Background: an optimization exercise with open tools, aiming at small area, a short achievable clock period and few clock cycles per item. Do not read the settings as production practice.
The RTL was checked by simulation tests, not by an equivalence proof against the original design.
Power and IR drop assume default switching activity.

**flow/config.mk**
```make
export PLATFORM = sky130hd
export DESIGN_NAME = longest_prefix_match_lookup
export DESIGN_NICKNAME = longest_prefix_match_lookup
export VERILOG_FILES = /design/flow/design.v
export SDC_FILE = /design/flow/constraint.sdc
export NUM_CORES = 4
export LEC_CHECK = 0
export ABC_CLOCK_PERIOD_IN_PS = 2500
export CAP_MARGIN = 20
export CORE_MARGIN = 2
export CORE_UTILIZATION = 40
export SETUP_SLACK_MARGIN = 2.4
export SLEW_MARGIN = 20
export TNS_END_PERCENT = 20
```
**flow/design.v**
```verilog
package lpm_pkg;
  localparam logic CMD_LOOKUP = 1'b0;
  localparam logic CMD_WRITE  = 1'b1;
  typedef struct packed {
    logic        cmd;
    logic [3:0]  entry_index;
    logic        entry_valid;
    logic [31:0] entry_prefix;
    logic [31:0] entry_mask;
    logic [31:0] entry_gateway;
    logic [3:0]  entry_port;
    logic [31:0] lookup_addr;
  } in_item_t;
  typedef struct packed {
    logic        hit;
    logic [3:0]  match_index;
    logic [31:0] match_mask;
    logic [31:0] match_gateway;
    logic [3:0]  match_port;
  } out_item_t;
  typedef struct packed {
    logic      valid;
    in_item_t  item;
    out_item_t best;
  } lpm_flow_t;
endpackage
module lpm_cell (
  input  logic        clk_i,
  input  logic        rst_ni,
  input  logic        wr_i,
  input  logic        wr_valid_i,
  input  logic [31:0] wr_prefix_i,
  input  logic [31:0] wr_mask_i,
  input  logic [31:0] wr_gw_i,
  input  logic [3:0]  wr_port_i,
  input  logic [31:0] addr_i,
  output logic        match_o,
  output logic [31:0] mask_o,
  output logic [31:0] gw_o,
  output logic [3:0]  port_o
);
  logic        valid_q;
  logic [31:0] pm_q;
  always_ff @(posedge clk_i or negedge rst_ni) begin
    if (!rst_ni) begin
      valid_q <= 1'b0;
    end else if (wr_i) begin
      valid_q <= wr_valid_i;
    end
  end
  always_ff @(posedge clk_i) begin
    if (wr_i) begin
      pm_q   <= wr_prefix_i & wr_mask_i;
      mask_o <= wr_mask_i;
      gw_o   <= wr_gw_i;
      port_o <= wr_port_i;
    end
  end
  assign match_o = valid_q && (((addr_i & mask_o) ^ pm_q) == 32'd0);
endmodule
module lpm_cmp (
  input  logic [31:0] a_i,
  input  logic [31:0] b_i,
  input  logic        cin_i,
  output logic        ge_o
);
  logic [31:0] g0, p0;
  logic [15:0] g1, p1;
  logic [7:0]  g2, p2;
  logic [3:0]  g3, p3;
  logic [1:0]  g4, p4;
  logic        g5, p5;
  assign g0 = a_i & ~b_i;
  assign p0 = a_i | ~b_i;
  for (genvar k = 0; k < 16; k++) begin : g_l1
    assign g1[k] = g0[2*k+1] | (p0[2*k+1] & g0[2*k]);
    assign p1[k] = p0[2*k+1] & p0[2*k];
  end
  for (genvar k = 0; k < 8; k++) begin : g_l2
    assign g2[k] = g1[2*k+1] | (p1[2*k+1] & g1[2*k]);
    assign p2[k] = p1[2*k+1] & p1[2*k];
  end
  for (genvar k = 0; k < 4; k++) begin : g_l3
    assign g3[k] = g2[2*k+1] | (p2[2*k+1] & g2[2*k]);
    assign p3[k] = p2[2*k+1] & p2[2*k];
  end
  for (genvar k = 0; k < 2; k++) begin : g_l4
    assign g4[k] = g3[2*k+1] | (p3[2*k+1] & g3[2*k]);
    assign p4[k] = p3[2*k+1] & p3[2*k];
  end
  assign g5 = g4[1] | (p4[1] & g4[0]);
  assign p5 = p4[1] & p4[0];
  assign ge_o = g5 | (p5 & cin_i);
endmodule
module longest_prefix_match_lookup #(
  parameter int TABLE_ENTRIES = 16,
  parameter int PORT_COUNT    = 16
) (
  input  logic               clk_i,
  input  logic               rst_ni,
  input  logic               in_valid_i,
  output logic               in_stall_o,
  input  logic [137:0]       in_item_i,
  output logic               out_valid_o,
  input  logic               out_stall_i,
  output logic [72:0]        out_item_o
);
  localparam int N = TABLE_ENTRIES;
  lpm_pkg::in_item_t in;
  logic         adv;
  logic         acc;
  logic         in_wr;
  logic         in_lookup;
  assign in  = in_item_i;
  assign acc = adv && in_valid_i;
  assign in_wr = acc && (in.cmd == lpm_pkg::CMD_WRITE) &&
      (!in.entry_valid || (32'(in.entry_port) < PORT_COUNT));
  assign in_lookup = acc && (in.cmd == lpm_pkg::CMD_LOOKUP);
  logic        pw_v;
  logic [3:0]  pw_idx;
  logic        pw_valid;
  logic [31:0] pw_prefix;
  logic [31:0] pw_mask;
  logic [31:0] pw_gw;
  logic [3:0]  pw_port;
  always_ff @(posedge clk_i or negedge rst_ni) begin
    if (!rst_ni) begin
      pw_v <= 1'b0;
    end else if (adv) begin
      pw_v <= in_wr;
    end
  end
  always_ff @(posedge clk_i) begin
    if (adv) begin
      pw_idx    <= in.entry_index;
      pw_valid  <= in.entry_valid;
      pw_prefix <= in.entry_prefix;
      pw_mask   <= in.entry_mask;
      pw_gw     <= in.entry_gateway;
      pw_port   <= in.entry_port;
    end
  end
  logic [N-1:0] pw_sel;
  logic [N-1:0] wr_slot;
  logic [N-1:0] match;
  logic [31:0] mask [N];
  logic [31:0] gw   [N];
  logic [3:0]  port [N];
  for (genvar g = 0; g < N; g++) begin : g_slot
    assign pw_sel[g]  = pw_v && (32'(pw_idx) == g);
    assign wr_slot[g] = adv && pw_sel[g];
    lpm_cell u_cell (
      .clk_i       (clk_i),
      .rst_ni      (rst_ni),
      .wr_i        (wr_slot[g]),
      .wr_valid_i  (pw_valid),
      .wr_prefix_i (pw_prefix),
      .wr_mask_i   (pw_mask),
      .wr_gw_i     (pw_gw),
      .wr_port_i   (pw_port),
      .addr_i      (in.lookup_addr),
      .match_o     (match[g]),
      .mask_o      (mask[g]),
      .gw_o        (gw[g]),
      .port_o      (port[g])
    );
  end
  logic         pw_match;
  logic [N-1:0] match_fw;
  assign pw_match = pw_valid &&
      (((in.lookup_addr ^ pw_prefix) & pw_mask) == 32'd0);
  for (genvar g = 0; g < N; g++) begin : g_fw
    assign match_fw[g] = pw_sel[g] ? pw_match : match[g];
  end
  logic         s1_v;
  logic [N-1:0] s1_match;
  always_ff @(posedge clk_i or negedge rst_ni) begin
    if (!rst_ni) begin
      s1_v <= 1'b0;
    end else if (adv) begin
      s1_v <= acc;
    end
  end
  always_ff @(posedge clk_i) begin
    if (adv) begin
      s1_match <= in_lookup ? match_fw : '0;
    end
  end
  logic [N-1:0] cmp;
  logic         prio_q [N][N];
  for (genvar j = 0; j < N; j++) begin : g_cmp
    lpm_cmp u_cmp (
      .a_i   (pw_mask),
      .b_i   (mask[j]),
      .cin_i (32'(pw_idx) < j),
      .ge_o  (cmp[j])
    );
  end
  logic [N-1:0] pc_slot_q;
  logic [N-1:0] pc_cmp_q;
  always_ff @(posedge clk_i or negedge rst_ni) begin
    if (!rst_ni) begin
      pc_slot_q <= '0;
    end else if (adv) begin
      pc_slot_q <= pw_sel;
    end
  end
  always_ff @(posedge clk_i) begin
    if (adv) begin
      pc_cmp_q <= cmp;
    end
  end
  for (genvar i = 0; i < N; i++) begin : g_pi
    for (genvar j = i + 1; j < N; j++) begin : g_pj
      always_ff @(posedge clk_i) begin
        if (pc_slot_q[i]) begin
          prio_q[i][j] <= pc_cmp_q[j];
        end else if (pc_slot_q[j]) begin
          prio_q[i][j] <= !pc_cmp_q[i];
        end
      end
    end
  end
  logic [N-1:0] beats [N];
  for (genvar i = 0; i < N; i++) begin : g_bi
    for (genvar j = 0; j < N; j++) begin : g_bj
      if (i < j) begin : g_lo
        assign beats[i][j] = pc_slot_q[i] ? pc_cmp_q[j] :
                             pc_slot_q[j] ? !pc_cmp_q[i] : prio_q[i][j];
      end else if (i > j) begin : g_hi
        assign beats[i][j] = !beats[j][i];
      end else begin : g_eq
        assign beats[i][j] = 1'b1;
      end
    end
  end
  logic [N-1:0] win;
  for (genvar i = 0; i < N; i++) begin : g_win
    assign win[i] = s1_match[i] && ((~s1_match | beats[i]) == '1);
  end
  logic         s2_v;
  logic [N-1:0] s2_win;
  always_ff @(posedge clk_i or negedge rst_ni) begin
    if (!rst_ni) begin
      s2_v <= 1'b0;
    end else if (adv) begin
      s2_v <= s1_v;
    end
  end
  always_ff @(posedge clk_i) begin
    if (adv) begin
      s2_win <= win;
    end
  end
  lpm_pkg::out_item_t res;
  always_comb begin
    res = '0;
    for (int i = 0; i < N; i++) begin
      if (s2_win[i]) begin
        res.match_index   = res.match_index | 4'(i);
        res.match_mask    = res.match_mask | mask[i];
        res.match_gateway = res.match_gateway | gw[i];
        res.match_port    = res.match_port | port[i];
      end
    end
    res.hit = |s2_win;
  end
  logic      out_v_q;
  lpm_pkg::out_item_t out_q;
  assign adv = !(out_v_q && out_stall_i);
  always_ff @(posedge clk_i or negedge rst_ni) begin
    if (!rst_ni) begin
      out_v_q <= 1'b0;
    end else if (adv) begin
      out_v_q <= s2_v;
    end
  end
  always_ff @(posedge clk_i) begin
    if (adv) begin
      out_q <= res;
    end
  end
  assign in_stall_o  = !adv;
  assign out_valid_o = out_v_q;
  assign out_item_o  = out_q;
endmodule
```
**flow/run.sh**
```bash
#!/bin/bash
# synth_recipe.tcl (not shown) runs the flow's synth.tcl, then flattens the netlist and writes it again
# the make line also repeats each setting of config.mk as NAME=value (left out here)
make -C /OpenROAD-flow-scripts/flow DESIGN_CONFIG=/design/flow/config.mk WORK_HOME=/design/flow/orfs CLKGATE_MAP_FILE= SYNTH_SCRIPT=/design/flow/synth_recipe.tcl finish
```
**flow/constraint.sdc**
```tcl
create_clock -name core_clock -period 5.0 [get_ports {clk_i}]
set_input_delay 1.0000 -clock core_clock [delete_from_list [all_inputs] [get_ports {clk_i}]]
set_output_delay 1.0000 -clock core_clock [all_outputs]
set_load 0.01 [all_outputs]
```
==> results of run 1 <==
==> final timing paths <==
kind	startpoint	end	slack (ps)	depth (start not counted)
worst max-delay path	pw_mask[0]	pc_cmp_q[8]	1970	9
worst min-delay path	rst_ni	pc_slot_q[9]	250	2
worst max register to register	pw_mask[0]	pc_cmp_q[8]	1970	9
worst min register to register	s2_v	s2_v	470	2
max in group asynchronous	rst_ni	out_v_q	4020	2
min in group core_clock	s2_v	s2_v	470	2
==> repair_timing <==
action / 4_1_cts / 5_1_grt
setup buffers: 145 / 30
resized for setup: 431 / 163
gates cloned: 10 / 2
hold buffers: 0 / 0
pin swaps: 97 / 50
endpoints found under the setup margin: 1532 / 867
==> per-stage QoR <==
step | TNS, ps | hold WS, ps | setup WS [ps] | instances | utilization [%]
after floorplan | 0 | 430 | 593 | 6238 | -
after global placement | -398 | 444 | -398 | 9238 | 43.8
after detailed placement | 0 | 456 | 403 | 9241 | 43.8
after CTS | 0 | 226 | 2010 | 9793 | 48.5
after global routing | 0 | 270 | 1950 | 9826 | 48.9
final | 0 | 247 | 1970 | 9835 | 48.9
==> placed cells by master, fill, tap and decap left out, drive strengths merged, types with 82 or more instances in the layout <==
cell type,netlist,routed
a22o,301,301
edfxtp,1826,1826
buf,57,518
dfxtp,120,120
nor2,98,98
clkinv,17,123
xnor2,346,346
mux2i,120,120
inv,158,146
clkdlybuf4s50,0,157
o21ai,323,323
clkbuf,318,257
nand2,793,793
a221oi,314,314
o22ai,131,131
a21oi,88,88
nor4,122,122
xor2,179,179
nand4,144,144
maj3,82,82
==> synthesized netlist by cell type, drive strengths merged (122+ instances only) <==
master	number	area, µm²
nand4	144	901
clkbuf	318	1190
inv	158	593
o22ai	131	833
o21ai	323	1650
nand2	793	2980
a221oi	314	2750
xor2	179	1570
edfxtp	1826	54800
a22o	301	2640
nor4	122	763
xnor2	346	3030
==> cell families (layout without fill, tap and decap cells) <==
group,Yosys count,in the layout,synth area share [%]
compound gates,1532,1532,13.4
fa+ha+maj,82,82,0.965
xor+xnor,525,525,5.40
buf+inv,550,1315,2.47
mux,136,136,1.62
flops,1982,1982,68.2
other cells,0,10,0
simple gates,1431,1432,7.89
==> flip-flops by register name, indices dropped and copies added (netlist names) <==
name / flops
pw_prefix: 32
pw_v: 1
pw_port: 4
prio_q: 120
s1_v: 1
s2_v: 1
g_slot.u_cell.valid_q: 16
g_slot.u_cell.gw_o: 512
g_slot.u_cell.mask_o: 512
g_slot.u_cell.port_o: 64
pw_idx: 4
pw_gw: 32
pw_valid: 1
out_q: 73
pw_mask: 32
out_v_q: 1
s2_win: 16
pc_cmp_q: 16
s1_match: 16
g_slot.u_cell.pm_q: 512
pc_slot_q: 16
==> metal layers <==
| metal | GRT usage [%] | vias up | wire (µm) | share of wire [%] |
|---|---|---|---|---|
| met5 | 0 | - | 211 | 0.047 |
| met3 | 9.80 | 1176 | 51000 | 11 |
| met2 | 59.7 | 5264 | 192000 | 43 |
| li1 | - | 25500 | - | - |
| met1 | 53.2 | 33600 | 168000 | 38 |
| met4 | 25.1 | 28 | 35800 | 8.0 |
==> report_power, final <==
part           internal [µW]  switching (µW)
Combinational           3610            7970
Sequential             20000            1040
Clock                   8650            7150
==> worst register-to-register path, cell delays in order (launching register included) <==
cell and delay [ps]:
edfxtp_1 440, buf_6 160, buf_12 120, maj3_2 300, maj3_2 380, a211oi_4 440
o31a_1 330, o31ai_2 100, buf_6 170, a211o_1 320
==> area by class of cell <==
| cell class | count | share of cell area (%) |
|---|---|---|
| multi-input cells | 3707 | 25.8 |
| clock inverters | 146 | 1.29 |
| well taps | 2821 | 3.40 |
| inverters | 175 | 0.740 |
| repair inverters | 1 | 0.00724 |
| repair buffers | 742 | 7.37 |
| clock buffers | 251 | 5.32 |
| diodes | 10 | 0.0241 |
| flip-flops and latches | 1982 | 56.1 |
==> notes.md, run 1 <==
initial antenna violation count 39; CP cell instances buf_6, buf_12, maj3_2, maj3_2, a211oi_4, o31a_1, o31ai_2, buf_6, a211o_1; Post-Syn Area per Cell 13.7 µm²; fmax 331 MHz; H-Tree Level Count 4; DR DRC count 0; Worst setup EP type flop; Seq. cell area 0.0581 mm²; clk sinks 1982; Seq/Total Area, Yosys 68.2%; LEAKAGE 0.0343 µW; Die Y 466 µm; Post-synth ARST share 1.82%; Worst-path clk slew 60 ps; FILL cells 18500; worst path bufs/invs 3; GR Overflow Total 0; Final period util 60.5%; Pre-antenna DRT Iters 9; P per Cell Area 466 mW/mm²; CP Launch Type flop; chip width 466 µm; synthesized area 0.0852 mm²; pin count of the biggest net entering global routing 107; vias in the first global route 59800; final net count 6963; Vias 65500; Max-slew headroom 17.7%; ANT nets after route 0; min cycle time layout 3030 ps; GRT Util Overall 40.3%; syn_nets 6380; row count 169; Tightest Hold Check Type primary input to asynchronous set/reset pin; Worst Path Required 5620 ps; final setup violation count 0; Power, Total 48400 µW; status complete, no violations; EDFF count, synth 1826; gpl congestion 1.07; first-pass GRT wire length 582 mm; root buf cell clkbuf_16; Critical Path AT 3650 ps; area growth from synthesis to layout 21.7%; DR WL/cell 45.4 µm; maximum vdd drop 463 µV; dominant synthesized flop cell edfxtp_1; CTS Buffer Depth 3; CTS tree built; DP Area 0.0928 mm²; CP max-delay cell edfxtp_1; share of cells above drive strength 1 16.7%; post-detail-place hpwl 304 mm; crit path max fanout 4; Yosys warnings 9; critical path type flop to flop; starting density of the core 40.2%; RSZ-0062 raised after global routing true; # Max-Cap Violations 0; #FFs+latches synth 1982; Skew-Pair Late Insertion Delay 930 ps; # IOs 217; Slew Viols, Final 0; clock skew 53.0 ps; vias per cell 6.66; Synth Instances 6238; post-route design area 0.104 mm²; Hold Vio Cnt, Final 0; Slew @ Worst Pin 1230 ps; area of the multi-input gates 0.0267 mm²; core area 0.212 mm²; DR iter-0 viols 11600; Distinct cells, synth 75; Total Wirelength 446 mm; CP max stage delay 440 ps; total CTS buffers 212; Die ar. 0.217 mm²; port bufs 216; Top Family by Delay on Critical Path compound AO/OA/AOI/OAI gates
Testbench counts, summed over its fixed seeds: cycles 24,160, items 24,128.
==> run 2: changes to the inputs <==
--- a/flow/config.mk
+++ b/flow/config.mk
@@ -6,9 +6,8 @@
 export NUM_CORES = 4
 export LEC_CHECK = 0
-export ABC_CLOCK_PERIOD_IN_PS = 2500
 export CAP_MARGIN = 20
 export CORE_MARGIN = 2
 export CORE_UTILIZATION = 40
-export SETUP_SLACK_MARGIN = 2.4
+export SETUP_SLACK_MARGIN = 2.2
 export SLEW_MARGIN = 20
-export TNS_END_PERCENT = 20
+export TNS_END_PERCENT = 10
==> notes.md, run 2 <==
#FFs+latches synth 1982 (unchanged); Seq/Total Area, Yosys 68.2% (unchanged); Total Wirelength 441 mm (-1.2%); CTS tree built; starting density of the core 40.2% (unchanged); total CTS buffers 212 (unchanged); largest cells by area after synthesis edfxtp_1, xnor2_1, nand2_1, a221oi_1, a22o_1; synthesized area 0.0852 mm² (unchanged); RSZ-0062 raised after global routing true; Distinct cells, synth 75 (unchanged); Final period util 61.5% (+0.95 points); root buf cell clkbuf_16; dominant synthesized flop cell edfxtp_1; worst setup slack after layout 1930 ps (-47.5 ps); post-detail-place hpwl 304 mm (unchanged); critical register-to-register path startpoint pw_mask[5]; share of cells above drive strength 1 14.4% (-2.3 points); maximum vdd drop 427 µV (-7.9%); Switch Pwr 15900 µW (-1.4%); min cycle time layout 3070 ps (+47.6 ps); R2R Path End pc_cmp_q[6]; vias per cell 6.64 (-0.37%); DR WL/cell 45.2 µm (-0.46%); syn_nets 6380 (unchanged); Clk pwr share 32.9% (+0.2 points); final setup violation count 0 (unchanged); Die ar. 0.217 mm² (unchanged); pre-CTS WS 403 ps (unchanged); status complete, no violations; gpl congestion 1.07 (unchanged); # IOs 217 (unchanged); CP Launch Type primary input; chip width 466 µm (unchanged); row count 169 (unchanged); core area 0.212 mm² (unchanged); share of power burned in registers 43.8% (+0.4 points); CTS Buffer Depth 3 (unchanged); CP max-delay cell or4b_4; combinational power share 23.2% (-0.7 points); crit path max fanout 4 (unchanged); CP cell instances clkdlybuf4s50_1, xnor2_1, o22ai_2, nor4_4, nand4_1, buf_4, or4b_4, o21ai_2; fmax 325 MHz (-1.5%); clock skew 59.1 ps (+6.09 ps); Regs by FF count g_slot.u_cell.gw_o: 512 flops, g_slot.u_cell.mask_o: 512 flops, g_slot.u_cell.pm_q: 512 flops; EDFF count, synth 1826 (unchanged); GR Overflow Total 0 (unchanged); Pre-antenna DRT Iters 9 (unchanged); Post-Syn Area per Cell 13.7 µm² (unchanged); Tightest Hold Check Type primary input to asynchronous set/reset pin; Die Y 466 µm (unchanged); area growth from synthesis to layout 19.7%; Max-slew headroom 14.2% (-3.5 points); Vias 64800 (-1.1%); Skew-Pair Late Insertion Delay 930 ps (about the same); Slew Viols, Final 0 (unchanged); # Max-Cap Violations 0 (unchanged); most frequent cell after synthesis edfxtp_1; FF-to-FF setup slack 1930 ps (-50 ps); Post-synth top cells edfxtp_1, nand2_1, xnor2_1; vias in the first global route 59200 (-1.0%); Yosys top cell by area edfxtp_1; Hold Vio Cnt, Final 0 (unchanged); Synth top area share 64.3% (unchanged); Yosys warnings 9 (unchanged); commonest cells after routing, fill and taps aside edfxtp_1, nand2_1, buf_4, xnor2_1, a221oi_1; Worst setup EP type flop; port bufs 216 (unchanged); Critical Path AT 3800 ps (+150 ps); Sw Ratio 33.3% (-0.15 points); clk sinks 1982 (unchanged); CP max stage delay 580 ps (+140 ps); P per Cell Area 470 mW/mm² (+0.69%); first-pass GRT wire length 576 mm (-1.2%); Worst Path Required 5720 ps (+100 ps); Slew @ Worst Pin 1280 ps (+47.7 ps); DR iter-0 viols 11300 (-2.3%); LEAKAGE 0.0335 µW (-2.2%); GRT Util Overall 39.8% (-0.48 points); pin count of the biggest net entering global routing 107 (unchanged); Synth Instances 6238 (unchanged); initial antenna violation count 32 (-18%); depth of the most critical reg-to-reg path 11 (+2); Worst-path clk slew 70 ps (about the same); Fin Hold WS 281 ps (+34.0 ps); Int Power 32000 µW (-0.74%); Post-synth ARST share 1.82% (unchanged); commonest non-fill, non-tap cell in the layout edfxtp_1; critical path type primary input to flop; DR DRC count 0 (unchanged); H-Tree Level Count 4 (unchanged); ANT nets after route 0 (unchanged); final net count 6883 (-1.1%)
## run 2: cell counts after synthesis
Identical to the previous run, type by type.
## run 2: timing repair
action | 4_1_cts | 5_1_grt
resized for setup | 161 | 195
endpoints found under the setup margin | 1067 | 564
gates cloned | 2 | 3
hold buffers | 0 | 0
buffers inserted | 55 | 47
pin swaps | 26 | 52
## run 2: area by class of cell
class | count | area, µm²
Timing Repair inverter | 1 | 7.51
Fill cell | 18600 | 110000
Inverter | 175 | 736
Timing Repair Buffer | 662 | 6530
Tap cell | 2821 | 3530
Clock buffer | 251 | 5510
Clock inverter | 146 | 1330
Sequential cell | 1982 | 58100
Multi-Input combinational cell | 3707 | 26200
Antenna cell | 16 | 40.0
## run 2: worst max path at each step
stage / startpoint / endpoint / cells past startpoint
after global placement: pw_mask[16] / pc_cmp_q[15] / 7
after global routing: pw_mask[15] / pc_cmp_q[6] / 11
after detailed placement: in_item_i[0] / s1_match[10] / 8
final: in_item_i[26] / s1_match[5] / 8
after CTS: pw_idx[3] / pc_cmp_q[6] / 11
after floorplan: out_stall_i / g_slot[6].u_cell.valid_q / 6
## run 2: kinds of logic after synthesis
kind of cell             Yosys count  synth area share, %
flip-flops                      1982                 68.2
AND/OR/NAND/NOR                 1431                 7.89
multiplexers                     136                 1.62
adder cells (fa/ha/maj)           82                0.965
XOR/XNOR                         525                 5.40
buffers and inverters            550                 2.47
AO/OA/AOI/OAI                   1532                 13.4
## run 2: metrics by stage
step	utilization, %	cells	instance area, µm²	setup TNS [ps]	power (µW)
after floorplan	-	6238	85400	0	25800
after global placement	43.8	9238	92800	-398	31500
after detailed placement	43.8	9241	92800	0	31500
after CTS	47.6	9695	101000	0	47300
after global routing	48.1	9745	102000	0	48800
final	48.1	9761	102000	0	47900
## run 2: critical path: cells and delay by family
family	cells	cell delay [ps]
and+or+nand+nor	3	1090
buffers and inverters	2	700
AOI/OAI and AO/OA	2	520
xor gates and xnor gates	1	470
## run 2: layer usage
layer  GRT usage (%)  vias to the layer above  part of all wire (%)
li1                -                    25300                     -
met1            52.4                    33300                    38
met2            58.7                     5031                    43
met3            9.99                     1130                    11
met4            25.3                       26                   8.0
met5               0                        -                 0.038
## run 2: power groups by stage
stage	clock network, µW	registers [µW]	logic, µW
after floorplan	0	20900	4870
after global placement	0	21300	10200
after detailed placement	0	21300	10200
after CTS	15900	20900	10500
after global routing	16500	21100	11300
final	15800	21000	11100
==> run 3: changes to the inputs <==
--- a/flow/config.mk
+++ b/flow/config.mk
@@ -9,5 +9,7 @@
 export CORE_MARGIN = 2
 export CORE_UTILIZATION = 40
-export SETUP_SLACK_MARGIN = 2.2
+export CTS_CLUSTER_DIAMETER = 80
+export CTS_CLUSTER_SIZE = 30
+export SETUP_SLACK_MARGIN = 2.1
 export SLEW_MARGIN = 20
 export TNS_END_PERCENT = 10
==> notes.md, run 3 <==
status complete, no violations; Distinct cells, synth 75 (unchanged); Total Wirelength 439 mm (-0.52%); clock skew 50.3 ps (-8.82 ps); first-pass GRT wire length 571 mm (-0.87%); maximum vdd drop 433 µV (+1.5%); share of cells above drive strength 1 13.0% (-1.4 points); area growth from synthesis to layout 16.7%; final setup violation count 0 (unchanged); GRT Util Overall 39.5% (-0.30 points); commonest cells after routing, fill and taps aside edfxtp_1, nand2_1, buf_4, xnor2_1, a221oi_1; Yosys top cell by area edfxtp_1; #FFs+latches synth 1982 (unchanged); Post-synth top cells edfxtp_1, nand2_1, xnor2_1; R2R Path End pc_cmp_q[3]; commonest non-fill, non-tap cell in the layout edfxtp_1; Worst Path Required 5640 ps (-80 ps); fmax 319 MHz (-2.1%); synthesized area 0.0852 mm² (unchanged); depth of the most critical reg-to-reg path 10 (-1); clk sinks 1982 (unchanged); FF-to-FF setup slack 1860 ps (-70 ps); Die Y 466 µm (unchanged); DR DRC count 0 (unchanged); initial antenna violation count 39 (+22%); Skew-Pair Late Insertion Delay 870 ps (-60 ps); post-detail-place hpwl 304 mm (unchanged); pre-CTS WS 403 ps (unchanged); Worst-path clk slew 90 ps (+20 ps); Seq/Total Area, Yosys 68.2% (unchanged); Tightest Hold Check Type primary input to asynchronous set/reset pin; vias in the first global route 58100 (-1.8%); EDFF count, synth 1826 (unchanged); Max-slew headroom 15.8% (+1.6 points); Pre-antenna DRT Iters 10 (+1); Fin Hold WS 339 ps (+57.3 ps); Die ar. 0.217 mm² (unchanged); Worst setup EP type flop; Sw Ratio 34.9% (+1.7 points); Power, Total 44100 µW (-7.9%); chip width 466 µm (unchanged); share of power burned in registers 47.5% (+3.7 points); Post-Syn Area per Cell 13.7 µm² (unchanged); combinational power share 25.2% (+2.0 points); total CTS buffers 130 (-39%); RSZ-0062 raised after global routing true; Setup TNS 0 ps (unchanged); CTS tree built; Hold Vio Cnt, Final 0 (unchanged); Vias 64400 (-0.68%); final net count 6809 (-1.1%); Yosys warnings 9 (unchanged); Slew Viols, Final 0 (unchanged); Synth top area share 64.3% (unchanged); P per Cell Area 444 mW/mm² (-5.5%); CTS Buffer Depth 3 (unchanged); CP Launch Type flop; placed cells 9241 (unchanged); Regs by FF count g_slot.u_cell.gw_o: 512 flops, g_slot.u_cell.mask_o: 512 flops, g_slot.u_cell.pm_q: 512 flops; port bufs 216 (unchanged); Post-synth ARST share 1.82% (unchanged); most frequent cell after synthesis edfxtp_1; min cycle time layout 3140 ps (+65.3 ps); # IOs 217 (unchanged); LEAKAGE 0.0324 µW (-3.4%); row count 169 (unchanged); Slew @ Worst Pin 1250 ps (-24.5 ps); DR WL/cell 45.7 µm (+1.2%); critical register-to-register path startpoint pw_mask[13]; dominant synthesized flop cell edfxtp_1; syn_nets 6380 (unchanged); root buf cell clkbuf_16; gpl congestion 1.07 (unchanged); H-Tree Level Count 4 (unchanged); GR Overflow Total 0 (unchanged); crit path max fanout 6 (+2); Critical Path AT 3780 ps (-20 ps); # Max-Cap Violations 0 (unchanged); Switch Pwr 15400 µW (-3.3%); starting density of the core 40.2% (unchanged); critical path type flop to flop; Clk pwr share 27.3% (-5.6 points); Int Power 28700 µW (-10%); Synth Instances 6238 (unchanged); DR iter-0 viols 11400 (+0.54%); ANT nets after route 0 (unchanged); pin count of the biggest net entering global routing 107 (unchanged); largest cells by area after synthesis edfxtp_1, xnor2_1, nand2_1, a221oi_1, a22o_1; vias per cell 6.71 (+1.0%); core area 0.212 mm² (unchanged); Final period util 62.8% (+1.3 points); worst setup slack after layout 1860 ps (-65.3 ps); Non-Filler Instances 9596 (-1.7%)
==> run 3: area by class of cell <==
cell class	instances	area, µm²
flip-flops and latches	1982	58100
multi-input cells	3707	26000
fillers	18900	112000
repair inverters	1	7.51
repair buffers	670	6530
clock buffers	140	3400
well taps	2821	3530
clock inverters	83	1040
diodes	17	42.5
inverters	175	724
==> run 3: metal layers <==
layer,GRT usage [%],share of wire [%]
met1,52.5,38
met2,58.8,43
met3,9.06,11
met4,24.2,7.8
met5,0,0.052
==> run 3: worst max path at each step <==
stage | startpoint | end | slack (ps)
after floorplan | out_stall_i | g_slot[6].u_cell.valid_q | 590
after global placement | pw_mask[16] | pc_cmp_q[15] | -400
after detailed placement | in_item_i[0] | s1_match[10] | 400
after CTS | pw_mask[11] | pc_cmp_q[6] | 1820
after global routing | pw_mask[15] | pc_cmp_q[4] | 1920
final | pw_mask[13] | pc_cmp_q[3] | 1860
==> run 3: repair_timing <==
| action | 4_1_cts | 5_1_grt |
|---|---|---|
| resized for setup | 129 | 171 |
| endpoints found under the setup margin | 720 | 316 |
| cloned | 1 | 3 |
| buffers inserted | 49 | 62 |
| endpoints found under the hold margin | 0 | 0 |
| hold buffers | 0 | 0 |
| pin swaps | 20 | 34 |
==> run 3: per-stage QoR <==
stage | cell area [µm²] | util, %
final | 99400 | 46.9
after global routing | 99400 | 46.9
after CTS | 98200 | 46.3
after detailed placement | 92800 | 43.8
after global placement | 92800 | 43.8
after floorplan | 85400 | -
==> run 3: kinds of logic (layout without fill, tap and decap cells) <==
family,count (synthesis),count (layout),share of synthesized area (%)
other,0,17,0
xor gates and xnor gates,525,525,5.40
adders and majority gates,82,82,0.965
DFF,1982,1982,68.2
and+or+nand+nor,1431,1432,7.89
buffers and inverters,550,1069,2.47
muxes,136,136,1.62
AOI/OAI and AO/OA,1532,1532,13.4
==> run 3: critical path, stage by stage (launching register included) <==
cell        delay [ps]
edfxtp_1           420
clkinvlp_4         180
buf_4              220
a221o_1            390
a211oi_1           280
buf_4              230
o21ai_0            220
nor3_1             360
o31ai_2            120
buf_4              230
a21oi_2            270
==> run 3: power by group through the flow <==
stage | clock [µW] | combinational, µW | sequential [µW]
after floorplan | 0 | 4870 | 20900
after global routing | 12600 | 11200 | 21000
after detailed placement | 0 | 10200 | 21300
after global placement | 0 | 10200 | 21300
final | 12000 | 11100 | 21000
after CTS | 12100 | 10500 | 20900
==> run 4: changes to the inputs <==
==> flow/flow/run.sh (new file) <==
#!/bin/bash
# The standard layout (standard synthesis and ORFS steps unchanged), except
# that the input and output port buffers are buf_4 cells instead of the delay
# cells buffer_ports picks by default. make's full output goes to
# flow_standard.log in the work folder; ORFS keeps each step's log under orfs/logs.
set -euo pipefail
cd "$(dirname "$0")/.."
bash standard.sh "BUFFER_PORTS_ARGS=-buffer_cell sky130_fd_sc_hd__buf_4" finish > flow_standard.log 2>&1
==> flow/standard.sh (new file) <==
#!/bin/bash
# synth_recipe.tcl (not shown) runs the flow's synth.tcl, then flattens the netlist and writes it again
# the make line also repeats each setting of config.mk as NAME=value (left out here)
make -C /OpenROAD-flow-scripts/flow DESIGN_CONFIG=/design/flow/config.mk WORK_HOME=/design/flow/orfs CLKGATE_MAP_FILE= SYNTH_SCRIPT=/design/flow/synth_recipe.tcl "${@:-finish}"
--- a/flow/config.mk
+++ b/flow/config.mk
@@ -6,10 +6,9 @@
 export NUM_CORES = 4
 export LEC_CHECK = 0
+export ABC_AREA = 1
 export CAP_MARGIN = 20
 export CORE_MARGIN = 2
 export CORE_UTILIZATION = 40
-export CTS_CLUSTER_DIAMETER = 80
-export CTS_CLUSTER_SIZE = 30
-export SETUP_SLACK_MARGIN = 2.1
+export SETUP_SLACK_MARGIN = 2.4
 export SLEW_MARGIN = 20
-export TNS_END_PERCENT = 10
+export TNS_END_PERCENT = 20
removed: flow/run.sh
==> notes.md, run 4 <==
# IOs 217 (unchanged); GR Overflow Total 0 (unchanged); Max-slew headroom 4.53% (-11 points); DP Area 0.0947 mm² (+2.1%); final net count 9078 (+33%); Power, Total 49200 µW (+11%); Synth top area share 61.6% (-2.8 points); CTS tree built; synthesized area 0.0890 mm² (+4.5%); syn_nets 8704 (+36%); worst path bufs/invs 1 (-3); Tightest Hold Check Type primary input to asynchronous set/reset pin; Post-synth ARST share 1.82% (unchanged); Regs by FF count g_slot.u_cell.gw_o: 512 flops, g_slot.u_cell.mask_o: 512 flops, g_slot.u_cell.pm_q: 512 flops; H-Tree Level Count 4 (unchanged); pin count of the biggest net entering global routing 86 (-20%); CP max stage delay 880 ps (+460 ps); core area 0.222 mm² (+4.6%); total CTS buffers 216 (+66%); Setup TNS 0 ps (unchanged); Worst setup EP type flop; FF-to-FF setup slack 2080 ps (+220 ps); Hold Vio Cnt, Final 0 (unchanged); CP max-delay cell xor2_1; Post-Syn Area per Cell 10.4 µm² (-24%); LEAKAGE 0.0387 µW (+20%); Worst Path Required 5700 ps (+60 ps); port bufs 216 (unchanged); Yosys top cell by area edfxtp_1; EDFF count, synth 1826 (unchanged); Post-synth top cells nand2_1, edfxtp_1, inv_1; R2R Path End g_slot[13].u_cell.mask_o[6]; critical register-to-register path startpoint pw_idx[3]; Total Wirelength 510 mm (+16%); Sw Ratio 35.0% (+0.065 points); Synth Instances 8562 (+37%); Int Power 32000 µW (+11%); Die Y 476 µm (+2.2%); final setup violation count 0 (unchanged); root buf cell clkbuf_16; Skew-Pair Late Insertion Delay 940 ps (+70 ps); commonest non-fill, non-tap cell in the layout nand2_1; P per Cell Area 475 mW/mm² (+6.9%); Distinct cells, synth 49 (-35%); DR iter-0 viols 14000 (+22%); share of cells above drive strength 1 11.4% (-1.6 points); vias in the first global route 67800 (+17%); combinational power share 23.4% (-1.8 points); Slew @ Worst Pin 1430 ps (+178 ps); Final period util 58.5% (-4.3 points); CTS Buffer Depth 3 (unchanged); Pre-antenna DRT Iters 9 (-1); Top Family by Delay on Critical Path simple AND/OR/NAND/NOR gates; #FFs+latches synth 1982 (unchanged); post-detail-place hpwl 366 mm (+20%); DR WL/cell 42.1 µm (-7.9%); post-route design area 0.104 mm² (+4.2%); depth of the most critical reg-to-reg path 5 (-5); clk sinks 1982 (unchanged); status complete, no violations; # Max-Cap Violations 0 (unchanged); Die ar. 0.226 mm² (+4.4%); DR DRC count 0 (unchanged); vias per cell 6.30 (-6.1%); area growth from synthesis to layout 16.4%; starting density of the core 40.2% (-0.049 points); gpl congestion 1.12 (+4.7%); most frequent cell after synthesis nand2_1; Switch Pwr 17200 µW (+12%); Vias 76400 (+19%); commonest cells after routing, fill and taps aside nand2_1, edfxtp_1, inv_1, nor2_1, o21ai_0; Slew Viols, Final 0 (unchanged); initial antenna violation count 69 (+77%); dominant synthesized flop cell edfxtp_1; row count 173 (+2.4%); share of power burned in registers 42.8% (-4.7 points); Clk pwr share 33.8% (+6.5 points); min cycle time layout 2930 ps (-213 ps); clock skew 70.6 ps (+20.3 ps); largest cells by area after synthesis edfxtp_1, nand2_1, inv_1, o21ai_0, dfxtp_1; crit path max fanout 25 (+19); CP Launch Type primary input; cell depth of the worst setup path 7 (-3); Seq/Total Area, Yosys 65.3% (-2.9 points); critical path type primary input to flop; Yosys warnings 9 (unchanged); Worst-path clk slew 60 ps (-30 ps); CP cell instances buf_4, nand2_1, xor2_1, nand4_1, nor2_1, nand3_1, a21oi_1; GRT Util Overall 44.3% (+4.8 points); chip width 476 µm (+2.2%); ANT nets after route 0 (unchanged); first-pass GRT wire length 657 mm (+15%); maximum vdd drop 348 µV (-20%); fmax 342 MHz (+7.3%); Critical Path AT 3630 ps (-150 ps); RSZ-0062 raised after global routing true
==> run 4: changes by cell type after synthesis, moves of 105 or more <==
cell / change
a221oi_1: -131
a22o_1: -262
buf_2: +145
clkbuf_1: -161
inv_1: +528
mux2i_1: -120
nand2_1: +1777
nand3_1: +360
nor2_1: +493
nor4_1: -105
o211ai_1: +113
o21ai_0: +198
o22ai_1: +152
xnor2_1: -333
==> run 4: cells by family (layout without fill, tap and decap cells) <==
kind of cell,count (synthesis),count (layout),share of synthesized area [%]
simple gates,3977,3978,18.7
flops,1982,1982,65.3
compound gates,1387,1387,9.77
buf+inv,1074,1626,4.88
xor+xnor,142,142,1.40
other cells,0,33,0
==> run 4: final cells by class <==
cell class              count  area (µm²)
fillers                 20700      118000
flip-flops and latches   1982       58100
multi-input cells        5507       27100
clock buffers             275        5810
repair buffers            511        4460
well taps                2975        3720
inverters                 713        2800
clock inverters           122        1430
diodes                     33        82.6
repair inverters            5        35.0
==> run 4: metal layers <==
metal / global-route usage [%] / part of all wire [%]
met3: 13.1 / 13
met4: 34.5 / 9.5
met5: 0 / 0.049
met1: 56.8 / 37
met2: 62.6 / 41
==> run 4: how the worst max path moves through the flow <==
stage                        startpoint                         end  slack (ps)
after floorplan             out_stall_i   g_slot[11].u_cell.gw_o[0]        1710
after global placement       pw_mask[7]                pc_cmp_q[14]         850
after detailed placement   in_item_i[2]                 s1_match[4]        1270
after CTS                          pw_v  g_slot[6].u_cell.mask_o[0]        2030
after global routing         pw_mask[3]                pc_cmp_q[10]        2210
final                     in_item_i[26]                s1_match[12]        2070
==> run 4: what timing repair did <==
action / CTS / global route
setup endpoints to repair: 1323 / 691
gates cloned: 6 / 1
pin swaps: 20 / 11
buffers inserted: 76 / 24
gates resized for setup: 127 / 69
hold buffers: 0 / 0
==> run 4: stage by stage <==
step | utilization (%) | hold WS, ps | setup slack, ps | instances
5_1_grt | 46.7 | 199 | 2210 | 12100
2_1_floorplan | - | 420 | 1710 | 8562
3_5_place_dp | 42.7 | 447 | 1270 | 11600
6_report | 46.8 | 189 | 2070 | 12100
3_3_place_gp | 42.7 | 435 | 849 | 11600
4_1_cts | 46.5 | 159 | 2030 | 12100
==> run 4: power by group through the flow <==
stage          Sequential [µW]  Clock [µW]  Combinational (µW)
2_1_floorplan            21000           0                4960
3_5_place_dp             21400           0               10400
4_1_cts                  21000       16600               10800
6_report                 21100       16600               11500
5_1_grt                  21100       17300               11600
3_3_place_gp             21400           0               10400
==> run 4: worst reg2reg max path: cells and delay by family, from the launching register on <==
family                 cells  cell delay [ps]
flip-flops                 1              690
buffers and inverters      1              300
AND/OR/NAND/NOR            4              900
==> run 5: changes to the inputs <==
--- a/flow/config.mk
+++ b/flow/config.mk
@@ -7,8 +7,10 @@
 export LEC_CHECK = 0
 export ABC_AREA = 1
-export CAP_MARGIN = 20
+export CAP_MARGIN = 30
 export CORE_MARGIN = 2
 export CORE_UTILIZATION = 40
-export SETUP_SLACK_MARGIN = 2.4
-export SLEW_MARGIN = 20
+export CTS_CLUSTER_DIAMETER = 80
+export CTS_CLUSTER_SIZE = 30
+export SETUP_SLACK_MARGIN = 2.6
+export SLEW_MARGIN = 30
 export TNS_END_PERCENT = 20
==> notes.md, run 5 <==
status complete, no violations; vias in the first global route 67700 (-0.10%); Regs by FF count g_slot.u_cell.gw_o: 512 flops, g_slot.u_cell.mask_o: 512 flops, g_slot.u_cell.pm_q: 512 flops; port bufs 216 (unchanged); DR WL/cell 42.6 µm (+1.2%); final net count 9063 (-0.17%); Vias 76900 (+0.73%); synthesized area 0.0890 mm² (unchanged); FILL cells 20700 (-0.15%); depth of the most critical reg-to-reg path 11 (+6); final setup violation count 0 (unchanged); root buf cell clkbuf_16; area growth from synthesis to layout 15.6%; ANT nets after route 0 (unchanged); share of cells above drive strength 1 12.5% (+1.1 points); Seq/Total Area, Yosys 65.3% (unchanged); maximum vdd drop 425 µV (+22%); CP Launch Type flop; DR DRC count 0 (unchanged); Worst setup EP type flop; vias per cell 6.39 (+1.4%); # IOs 217 (unchanged); Hold Vio Cnt, Final 0 (unchanged); Worst-path clk slew 110 ps (+50 ps); Synth top area share 61.6% (unchanged); initial antenna violation count 80 (+16%); EDFF count, synth 1826 (unchanged); critical path type flop to flop; P per Cell Area 447 mW/mm² (-5.9%); Die ar. 0.226 mm² (unchanged); CP max stage delay 710 ps (-170 ps); min cycle time layout 2760 ps (-165 ps); clock skew 40.7 ps (-29.9 ps); CTS Buffer Depth 3 (unchanged); first-pass GRT wire length 656 mm (-0.12%); largest cells by area after synthesis edfxtp_1, nand2_1, inv_1, o21ai_0, dfxtp_1; row count 173 (unchanged); syn_nets 8704 (unchanged); Synth Instances 8562 (unchanged); chip width 476 µm (unchanged); Worst Path Required 5710 ps (about the same); Slew @ Worst Pin 1200 ps (-236 ps); Power, Total 46000 µW (-6.5%); dominant synthesized flop cell edfxtp_1; R2R Path End pc_cmp_q[14]; worst path bufs/invs 5 (+4); Distinct cells, synth 49 (unchanged); cts hold-fix bufs 0 (unchanged); Slew Viols, Final 0 (unchanged); critical register-to-register path startpoint pw_mask[3]; Yosys warnings 9 (unchanged); Skew-Pair Late Insertion Delay 860 ps (-80 ps); RSZ-0062 raised after global routing true; LEAKAGE 0.0382 µW (-1.3%); CTS tree built; Post-synth top cells nand2_1, edfxtp_1, inv_1; core area 0.222 mm² (unchanged); commonest non-fill, non-tap cell in the layout nand2_1; pre-CTS WS 1270 ps (-2.27 ps); Post-synth ARST share 1.82% (unchanged); FF-to-FF setup slack 2240 ps (+160 ps); pin count of the biggest net entering global routing 86 (unchanged); clk sinks 1982 (unchanged); CP max-delay cell nand4_1; commonest cells after routing, fill and taps aside nand2_1, edfxtp_1, inv_1, nor2_1, buf_4; GR Overflow Total 0 (unchanged); GRT Util Overall 44.3% (-0.045 points); crit path max fanout 4 (-84%); Die Y 476 µm (unchanged); Top Family by Delay on Critical Path simple AND/OR/NAND/NOR gates; # Max-Cap Violations 0 (unchanged); CP cell instances buf_12, clkinvlp_4, buf_12, nand2_4, o21ai_2, inv_1, nand4_1, nor3_4, buf_6, nand3_2, nand3_2; Post-Syn Area per Cell 10.4 µm² (unchanged); Setup TNS 0 ps (unchanged); Yosys top cell by area edfxtp_1; Core Util, Final 46.4% (-0.33 points); Total Wirelength 513 mm (+0.53%); fmax 362 MHz (+6.0%); post-detail-place hpwl 367 mm (+0.26%); H-Tree Level Count 4 (unchanged); DR iter-0 viols 14400 (+3.3%); gpl congestion 1.12 (unchanged); total CTS buffers 140 (-35%); Tightest Hold Check Type primary input to asynchronous set/reset pin; Max-slew headroom 19.4% (+15 points); Fin Hold WS 267 ps (+78.3 ps); Pre-antenna DRT Iters 10 (+1); Critical Path AT 3470 ps (-160 ps); #FFs+latches synth 1982 (unchanged); worst setup slack after layout 2240 ps (+165 ps); Final period util 55.2% (-3.3 points); starting density of the core 40.2% (unchanged); most frequent cell after synthesis nand2_1
-- run 5: worst max-delay path by stage --
stage / startpoint / endpoint / slack [ps] / depth (start not counted)
3_3_place_gp: pw_mask[7] / pc_cmp_q[14] / 850 / 9
3_5_place_dp: in_item_i[2] / s1_match[4] / 1270 / 9
4_1_cts: s2_win[4] / out_q[38] / 2110 / 5
2_1_floorplan: out_stall_i / g_slot[11].u_cell.gw_o[0] / 1710 / 4
6_report: pw_mask[3] / pc_cmp_q[14] / 2240 / 11
5_1_grt: pw_mask[3] / pc_cmp_q[14] / 2270 / 11
-- run 5: kinds of logic (layout without fill, tap and decap cells) --
family	count (synthesis)	in the layout	share of synthesized area, %
AOI/OAI and AO/OA	1387	1387	9.77
DFF	1982	1982	65.3
and+or+nand+nor	3977	3978	18.7
buffers and inverters	1074	1542	4.88
xor gates and xnor gates	142	142	1.40
other	0	36	0
-- run 5: where the power goes --
group / switching (µW) / total [µW] / internal, µW
Combinational: 8950 / 11900 / 2980
Sequential: 1020 / 21000 / 19900
Clock: 6980 / 13100 / 6090
-- run 5: final cells by class --
type / count / area, µm² / share of cell area [%]
multi-input combinational: 5507 / 27600 / 26.9
tap: 2975 / 3720 / 3.62
timing repair buffer: 569 / 5360 / 5.21
timing repair inverter: 8 / 61.3 / 0.0596
clock inverter: 93 / 1200 / 1.17
inverter: 713 / 2890 / 2.81
clock buffer: 159 / 3780 / 3.68
sequential: 1982 / 58200 / 56.5
antenna: 36 / 90.1 / 0.0875
-- run 5: per-stage QoR --
| stage | std cells | instance area, µm² |
|---|---|---|
| floorplan | 8562 | 89200 |
| finish | 12000 | 103000 |
| global route | 12000 | 103000 |
| global placement | 11600 | 94700 |
| CTS | 11900 | 102000 |
| detailed placement | 11600 | 94800 |
-- run 5: timing repair --
action                                  4_1_cts  5_1_grt
resized for setup                           267      167
pin swaps                                    33       18
gates cloned                                 10        7
endpoints found under the setup margin     1729     1108
setup buffers                                90       54
-- run 5: worst register-to-register path: stages (launching register included) --
cell and delay (ps):
edfxtp_1 410, buf_12 130, clkinvlp_4 110, buf_12 150, nand2_4 50, o21ai_2 60, inv_1 70, nand4_1 710
nor3_4 530, buf_6 240, nand3_2 90, nand3_2 60
-- run 5: per-layer routing --
| layer | GRT usage (%) | vias up | part of all wire [%] |
|---|---|---|---|
| met3 | 11.6 | 1385 | 12 |
| li1 | - | 30800 | - |
| met1 | 57.9 | 38300 | 37 |
| met5 | 0 | - | 0.075 |
| met4 | 33.0 | 56 | 9.5 |
| met2 | 63.0 | 6372 | 41 |
==> run 6: changes to the inputs <==
--- a/flow/config.mk
+++ b/flow/config.mk
@@ -9,5 +9,5 @@
 export CAP_MARGIN = 30
 export CORE_MARGIN = 2
-export CORE_UTILIZATION = 40
+export CORE_UTILIZATION = 50
 export CTS_CLUSTER_DIAMETER = 80
 export CTS_CLUSTER_SIZE = 30
==> notes.md, run 6 <==
Clk pwr share 27.5% (-0.9 points); depth of the most critical reg-to-reg path 11 (unchanged); CP Launch Type flop; share of cells above drive strength 1 12.0% (-0.57 points); Yosys warnings 9 (unchanged); DR WL/cell 41.4 µm (-2.7%); Worst setup EP type flop; commonest cells after routing, fill and taps aside nand2_1, edfxtp_1, inv_1, nor2_1, o21ai_0; starting density of the core 50.4% (+10 points); row count 154 (-11%); root buf cell clkbuf_16; Final period util 54.8% (-0.44 points); status complete, no violations; final net count 9002 (-0.67%); combinational family with the most area after synthesis simple AND/OR/NAND/NOR gates; port bufs 216 (unchanged); placed cells 10900 (-6.0%); Slew @ Worst Pin 1260 ps (+67.4 ps); pin count of the biggest net entering global routing 114 (+33%); Setup TNS 0 ps (unchanged); Die Y 426 µm (-10%); CP cell instances buf_4, nor2_2, nand2_2, nand2_1, nor2_1, nand2_1, nor2_1, buf_4, nand4_1, buf_4, a21oi_1; M2 GR Usage 70.0% (+7.1 points); syn_nets 8704 (unchanged); dominant synthesized flop cell edfxtp_1; Post-synth top cells nand2_1, edfxtp_1, inv_1; first-pass GRT wire length 609 mm (-7.2%); Worst Path Required 5630 ps (-80 ps); critical register-to-register path startpoint pw_idx[1]; # Max-Cap Violations 0 (unchanged); Worst-path clk slew 90 ps (-20 ps); vias in the first global route 68500 (+1.2%); GRT Util Overall 50.5% (+6.2 points); #FFs+latches synth 1982 (unchanged); Synth Instances 8562 (unchanged); initial antenna violation count 57 (-29%); Post-Synth Simple-Gate Area 18.7% (unchanged); Seq/Total Area, Yosys 65.3% (unchanged); FF-to-FF setup slack 2260 ps (+20 ps); # IOs 217 (unchanged); DR DRC count 0 (unchanged); core area 0.176 mm² (-20%); Switch Pwr 16300 µW (-3.7%); EDFF count, synth 1826 (unchanged); final setup violation count 0 (unchanged); Post-Syn Area per Cell 10.4 µm² (unchanged); Sw Ratio 36.5% (-0.34 points); gpl congestion 1.21 (+7.4%); Seq. cell area 0.0582 mm² (about the same); P per Cell Area 441 mW/mm² (-1.3%); Hold Vio Cnt, Final 0 (unchanged); total CTS buffers 130 (-7.1%); chip width 426 µm (-10%); fmax 365 MHz (+0.81%); synthesized area 0.0890 mm² (unchanged); Int Power 28300 µW (-2.3%); mux contribution to synthesized area 0% (unchanged); FILL cells 15100 (-27%); GR Overflow Total 0 (unchanged); crit path launch pw_idx[1]; post-synthesis compound-gate area fraction 9.77% (unchanged); most frequent cell after synthesis nand2_1; DP Area 0.0936 mm² (-1.2%); Top Family by Delay on Critical Path simple AND/OR/NAND/NOR gates; Slew Viols, Final 0 (unchanged); Tightest Hold Check Type primary input to asynchronous set/reset pin; Most Crowded Layer GR met2; CP max stage delay 570 ps (-140 ps); Yosys top cell by area edfxtp_1; Distinct cells, synth 49 (unchanged); area of the multi-input gates 0.0277 mm² (+0.27%); Non-Filler Instances 11300 (-5.9%); crit path max fanout 4 (unchanged); clock skew 51.8 ps (+11.1 ps); Critical Path AT 3370 ps (-100 ps); clk sinks 1982 (unchanged); Synth Area in Adders 0% (unchanged); Die ar. 0.181 mm² (-20%); Pre-antenna DRT Iters 9 (-1); R2R Path End s1_match[13]; RSZ-0062 raised after global routing true; Total Wirelength 470 mm (-8.4%); area growth from synthesis to layout 13.8%; post-detail-place hpwl 325 mm (-12%); Max-slew headroom 14.9% (-4.5 points); Regs by FF count g_slot.u_cell.gw_o: 512 flops, g_slot.u_cell.mask_o: 512 flops, g_slot.u_cell.pm_q: 512 flops; Fin Hold WS 187 ps (-80.3 ps); post-route design area 0.101 mm² (-1.5%); CTS tree built; Synth top area share 61.6% (unchanged); Most common cell on crit path buf_4; M1 GR Usage 63.0% (+5.0 points); combinational power share 25.3% (-0.6 points); vias per cell 6.91 (+8.2%); DR iter-0 viols 15800 (+9.4%); CP max-delay cell edfxtp_1; worst path bufs/invs 3 (-2); Skew-Pair Late Insertion Delay 870 ps (about the same); commonest non-fill, non-tap cell in the layout nand2_1; Post-synth ARST share 1.82% (unchanged); share of power burned in registers 47.1% (+1.5 points); maximum vdd drop 454 µV (+6.7%); ANT nets after route 0 (unchanged); LEAKAGE 0.0377 µW (-1.4%); xor/xnor cell area share of the yosys netlist 1.40% (unchanged); Core Util, Final 57.4% (+11 points); largest cells by area after synthesis edfxtp_1, nand2_1, inv_1, o21ai_0, dfxtp_1; critical path type flop to flop; H-Tree Level Count 4 (unchanged); global-route track usage on met3 20.5% (+8.8 points); min cycle time layout 2740 ps (-22.1 ps); Vias 78400 (+1.9%); CTS Buffer Depth 3 (unchanged)
==> run 6: cell counts after synthesis <==
Identical to the previous run, type by type.
==> run 6: worst max path at each step <==
stage	to	slack, ps	depth (start not counted)
after floorplan	g_slot[11].u_cell.gw_o[0]	1710	4
after global placement	s1_match[3]	970	9
after detailed placement	s1_match[3]	970	9
after CTS	s2_win[5]	2260	6
after global routing	in_stall_o	2360	3
final	s1_match[13]	2260	11
==> run 6: layout make-up <==
cell class / count / area share, %
multi-input cells: 5507 / 27.3
diodes: 37 / 0.0914
inverters: 713 / 2.82
flip-flops and latches: 1982 / 57.4
well taps: 2340 / 2.89
clock inverters: 92 / 1.15
repair buffers: 513 / 4.84
repair inverters: 13 / 0.0938
clock buffers: 140 / 3.38
==> run 6: cell families (layout without fill, tap and decap cells) <==
| group | Yosys count | in the layout |
|---|---|---|
| buffers and inverters | 1074 | 1471 |
| and+or+nand+nor | 3977 | 3978 |
| AOI/OAI and AO/OA | 1387 | 1387 |
| xor gates and xnor gates | 142 | 142 |
| other | 0 | 37 |
| DFF | 1982 | 1982 |
==> run 6: what timing repair did <==
item                       4_1_cts  5_1_grt
hold endpoints to repair         0        0
cloned                          11        9
resized for setup              195      204
pin swaps                       21       29
setup buffers                   94       54
hold buffers                     0        0
setup endpoints to repair     1550     1066
==> run 6: metrics by stage <==
stage,setup slack (ps),total power (µW)
6_report,2260,44700
5_1_grt,2360,45200
4_1_cts,2260,43400
3_5_place_dp,969,31200
3_3_place_gp,967,31100
2_1_floorplan,1710,25900
==> run 6: per-layer routing <==
metal  share of wire [%]  vias up
met1                  34    37900
met4                  10       32
met3                  16     2043
met2                  40     7709
li1                    -    30700
met5               0.076        -
==> run 6: power groups by stage <==
stage / clock network, µW / registers (µW) / logic, µW
after global routing: 12700 / 21100 / 11400
after detailed placement: 0 / 21500 / 9760
after CTS: 12200 / 21000 / 10200
after global placement: 0 / 21400 / 9620
after floorplan: 0 / 21000 / 4960
final: 12300 / 21100 / 11300
==> run 7: changes to the inputs <==
--- a/flow/design.v
+++ b/flow/design.v
@@ -117,5 +117,5 @@
       (!in.entry_valid || (32'(in.entry_port) < PORT_COUNT));
   assign in_lookup = acc && (in.cmd == lpm_pkg::CMD_LOOKUP);
-  logic        pw_v;
+  logic [N-1:0] pw_sel;
   logic [3:0]  pw_idx;
   logic        pw_valid;
@@ -126,7 +126,9 @@
   always_ff @(posedge clk_i or negedge rst_ni) begin
     if (!rst_ni) begin
-      pw_v <= 1'b0;
-    end else if (adv) begin
-      pw_v <= in_wr;
+      pw_sel <= '0;
+    end else if (adv) begin
+      for (int g = 0; g < N; g++) begin
+        pw_sel[g] <= in_wr && (32'(in.entry_index) == g);
+      end
     end
   end
@@ -141,5 +143,4 @@
     end
   end
-  logic [N-1:0] pw_sel;
   logic [N-1:0] wr_slot;
   logic [N-1:0] match;
@@ -148,5 +149,4 @@
   logic [3:0]  port [N];
   for (genvar g = 0; g < N; g++) begin : g_slot
-    assign pw_sel[g]  = pw_v && (32'(pw_idx) == g);
     assign wr_slot[g] = adv && pw_sel[g];
     lpm_cell u_cell (
--- a/flow/config.mk
+++ b/flow/config.mk
@@ -9,5 +9,5 @@
 export CAP_MARGIN = 30
 export CORE_MARGIN = 2
-export CORE_UTILIZATION = 50
+export CORE_UTILIZATION = 40
 export CTS_CLUSTER_DIAMETER = 80
 export CTS_CLUSTER_SIZE = 30
==> notes.md, run 7 <==
Slew Viols, Final 0 (unchanged); chip width 477 µm (+12%); Skew-Pair Late Insertion Delay 850 ps (-20 ps); Post-synth ARST share 2.55% (+0.74 points); status complete, no violations; CTS tree built; final setup violation count 0 (unchanged); post-detail-place hpwl 372 mm (+14%); syn_nets 8713 (+0.10%); core area 0.222 mm² (+26%); FF-to-FF setup slack 2300 ps (+40 ps); # Max-Cap Violations 0 (unchanged); Worst-path clk slew 110 ps (+20 ps); initial antenna violation count 61 (+7.0%); root buf cell clkbuf_16; ANT nets after route 0 (unchanged); DR iter-0 viols 14200 (-9.9%); CP Launch Type flop; starting density of the core 40.2% (-10 points); clk sinks 1997 (+0.76%); dominant synthesized flop cell edfxtp_1; Fin Hold WS 220 ps (+33.0 ps); Die ar. 0.227 mm² (+25%); depth of the most critical reg-to-reg path 6 (-5); synthesized area 0.0894 mm² (+0.37%); Yosys top cell by area edfxtp_1; CTS Buffer Depth 3 (unchanged); DR WL/cell 42.4 µm (+2.4%); Worst Path Required 5550 ps (-80 ps); R2R Path End out_q[56]; combinational power share 25.5% (+0.2 points); metal2 WL 212 mm (+12%); fmax 370 MHz (+1.4%); Worst setup EP type flop; critical path type flop to flop; commonest cells after routing, fill and taps aside nand2_1, edfxtp_1, inv_1, nor2_1, o21ai_0; Max-slew headroom 21.3% (+6.4 points); Seq/Total Area, Yosys 65.5% (+0.18 points); H-Tree Level Count 4 (unchanged); clock skew 49.7 ps (-2.04 ps); P per Cell Area 440 mW/mm² (-0.11%); Core Util, Final 46.3% (-11 points); pin count of the biggest net entering global routing 94 (-18%); total CTS buffers 137 (+5.4%); Critical Path AT 3250 ps (-120 ps); critical register-to-register path startpoint s2_win[13]; Non-Filler Instances 12000 (+5.9%); vias per cell 6.34 (-8.3%); most frequent cell after synthesis nand2_1; #FFs+latches synth 1997 (+0.76%); GR Overflow Total 0 (unchanged); Vias 76100 (-2.8%); share of power burned in registers 46.5% (-0.6 points); Die Y 477 µm (+12%); largest cells by area after synthesis edfxtp_1, nand2_1, inv_1, o21ai_0, dfxtp_1; RSZ-0062 raised after global routing true; maximum vdd drop 412 µV (-9.3%); GRT Util Overall 43.7% (-6.8 points); area growth from synthesis to layout 15.0%; Tightest Hold Check Type primary input to asynchronous set/reset pin; share of cells above drive strength 1 11.9% (-0.031 points); EDFF count, synth 1826 (unchanged); met3 WL 62.1 mm (-17%); Post-Syn Area per Cell 10.4 µm² (+0.26%); Int Power 28800 µW (+1.5%); row count 173 (+12%); Pre-antenna DRT Iters 8 (-1); final net count 9046 (+0.49%); Yosys warnings 9 (unchanged); Clk pwr share 28.0% (+0.5 points); LEAKAGE 0.0381 µW (+1.2%); Sw Ratio 36.4% (-0.14 points); Synth Instances 8571 (+0.11%); uppermost layer routed met5; Hold Vio Cnt, Final 0 (unchanged); Switch Pwr 16500 µW (+0.94%); Post-synth top cells nand2_1, edfxtp_1, inv_1; commonest non-fill, non-tap cell in the layout nand2_1; # IOs 217 (unchanged); gpl congestion 1.14 (-5.7%); min cycle time layout 2700 ps (-38.5 ps); first-pass GRT wire length 656 mm (+7.7%); vias in the first global route 67000 (-2.2%); Total Wirelength 510 mm (+8.5%); Distinct cells, synth 47 (-4.1%); Regs by FF count g_slot.u_cell.gw_o: 512 flops, g_slot.u_cell.mask_o: 512 flops, g_slot.u_cell.pm_q: 512 flops; port bufs 216 (unchanged); placed cells 11600 (+6.5%); Power, Total 45200 µW (+1.3%); Slew @ Worst Pin 1170 ps (-91.0 ps); Synth top area share 61.4% (-0.23 points); DR DRC count 0 (unchanged); crit path max fanout 19 (+15); Metal-1 WL 196 mm (+24%); Setup TNS 0 ps (unchanged); Final period util 54.0% (-0.77 points)
-- run 7: changes by cell type after synthesis, sizes merged, moves of 11 or more --
| cell | delta |
|---|---|
| a211oi | +20 |
| a21oi | +36 |
| a221oi | -38 |
| a22o | +34 |
| clkinv | -11 |
| dfrtp | +15 |
| nand2 | -56 |
| nand3 | +53 |
| nand4 | -58 |
| nor3 | +11 |
| or2 | -15 |
-- run 7: per-stage QoR --
stage / setup slack (ps) / area (µm²)
after floorplan: 1640 / 89600
after global placement: 944 / 95200
after global routing: 2390 / 103000
final: 2300 / 103000
after detailed placement: 1480 / 95400
after CTS: 2400 / 102000
-- run 7: worst max path at each step --
stage | from | end | cells past startpoint
2_1_floorplan | out_stall_i | g_slot[0].u_cell.valid_q | 7
3_3_place_gp | in_item_i[29] | s1_match[14] | 8
3_5_place_dp | out_stall_i | g_slot[2].u_cell.gw_o[21] | 5
4_1_cts | out_v_q | in_stall_o | 3
5_1_grt | out_v_q | in_stall_o | 3
6_report | s2_win[13] | out_q[56] | 6
-- run 7: what timing repair did --
| item | CTS | global route |
|---|---|---|
| buffers inserted | 79 | 44 |
| endpoints found under the setup margin | 1352 | 267 |
| hold buffers | 0 | 0 |
| gates cloned | 11 | 1 |
| hold endpoints to repair | 0 | 0 |
| resized for setup | 196 | 159 |
| pin swaps | 17 | 26 |
-- run 7: layout make-up --
cell class | instances | area (µm²)
Clock inverter | 92 | 1120
Multi-Input combinational cell | 5516 | 27700
Inverter | 696 | 2780
Timing Repair Buffer | 548 | 5240
Sequential cell | 1997 | 58500
Timing Repair inverter | 8 | 55.1
Fill cell | 20900 | 119000
Clock buffer | 151 | 3630
Antenna cell | 26 | 65.1
Tap cell | 2975 | 3720
-- run 7: per-layer routing --
layer | up-vias | GRT usage, %
met2 | 5779 | 62.5
met3 | 1088 | 11.7
met5 | - | 0
met1 | 38500 | 59.0
met4 | 36 | 26.6
li1 | 30800 | -
-- run 7: cells by family (layout without fill, tap and decap cells) --
| kind of cell | Yosys count | count (layout) | synth area share [%] |
|---|---|---|---|
| other | 0 | 26 | 0 |
| AO/OA/AOI/OAI | 1452 | 1452 | 10.1 |
| XOR/XNOR | 149 | 149 | 1.46 |
| flip-flops | 1997 | 1997 | 65.5 |
| AND/OR/NAND/NOR | 3912 | 3915 | 18.2 |
| buffers and inverters | 1061 | 1495 | 4.77 |
-- run 7: power groups by stage --
stage                     Sequential, µW  Combinational (µW)  Clock (µW)
after floorplan                    21000                4910           0
after global placement             21500               10200           0
after detailed placement           21500               10300           0
after CTS                          21000               10800       12700
after global routing               21100               11700       13200
final                              21000               11500       12700
-- run 7: critical path, cell delays in order (launching register included) --
cell and delay [ps]:
edfxtp_1 390, buf_4 270, inv_4 440, buf_4 390, o22ai_1 170, a211oi_1 450, nand3_1 170
Testbench counts of run 7, summed over its fixed seeds: cycles 24,160, items 24,128.

[what the ideal ports hide]
Ports are ideal in the flow. The routed layouts listed here were re-timed in OpenROAD.
Step 1 sets driving cells, clkbuf_16 on the clock port and buf_2 on the other inputs (assumed; they add their load-dependent delay and slew).
Step 2 times the ports against the registers' clock, not the clock port: input delays grow and output delays shrink by t, the midpoint of the rising clock arrivals with the driver on.
Three values: no drivers, after step 1, after step 2; two values: the first two.
run | t, ns | slack for setup (ns) | clock arrival spread, ns
run 1 | 1.002 | 1.975 / 1.975 / 1.122 | 0.057 / 0.057
run 2 | 1.006 | 1.927 / 1.933 / 1.003 | 0.062 / 0.063
run 3 | 0.943 | 1.862 / 1.862 / 1.008 | 0.053 / 0.053
run 4 | 1.001 | 2.074 / 2.076 / 1.081 | 0.077 / 0.076
run 5 | 0.939 | 2.240 / 2.240 / 1.505 | 0.047 / 0.048
run 6 | 0.941 | 2.262 / 2.262 / 1.450 | 0.062 / 0.062
run 7 | 0.925 | 2.300 / 2.300 / 1.501 | 0.053 / 0.052
After both steps setup and hold are still met in every run listed. For run 4, which loses most, drivers alone change the setup slack by +0.002 ns; drivers and shift together by -0.993 ns.
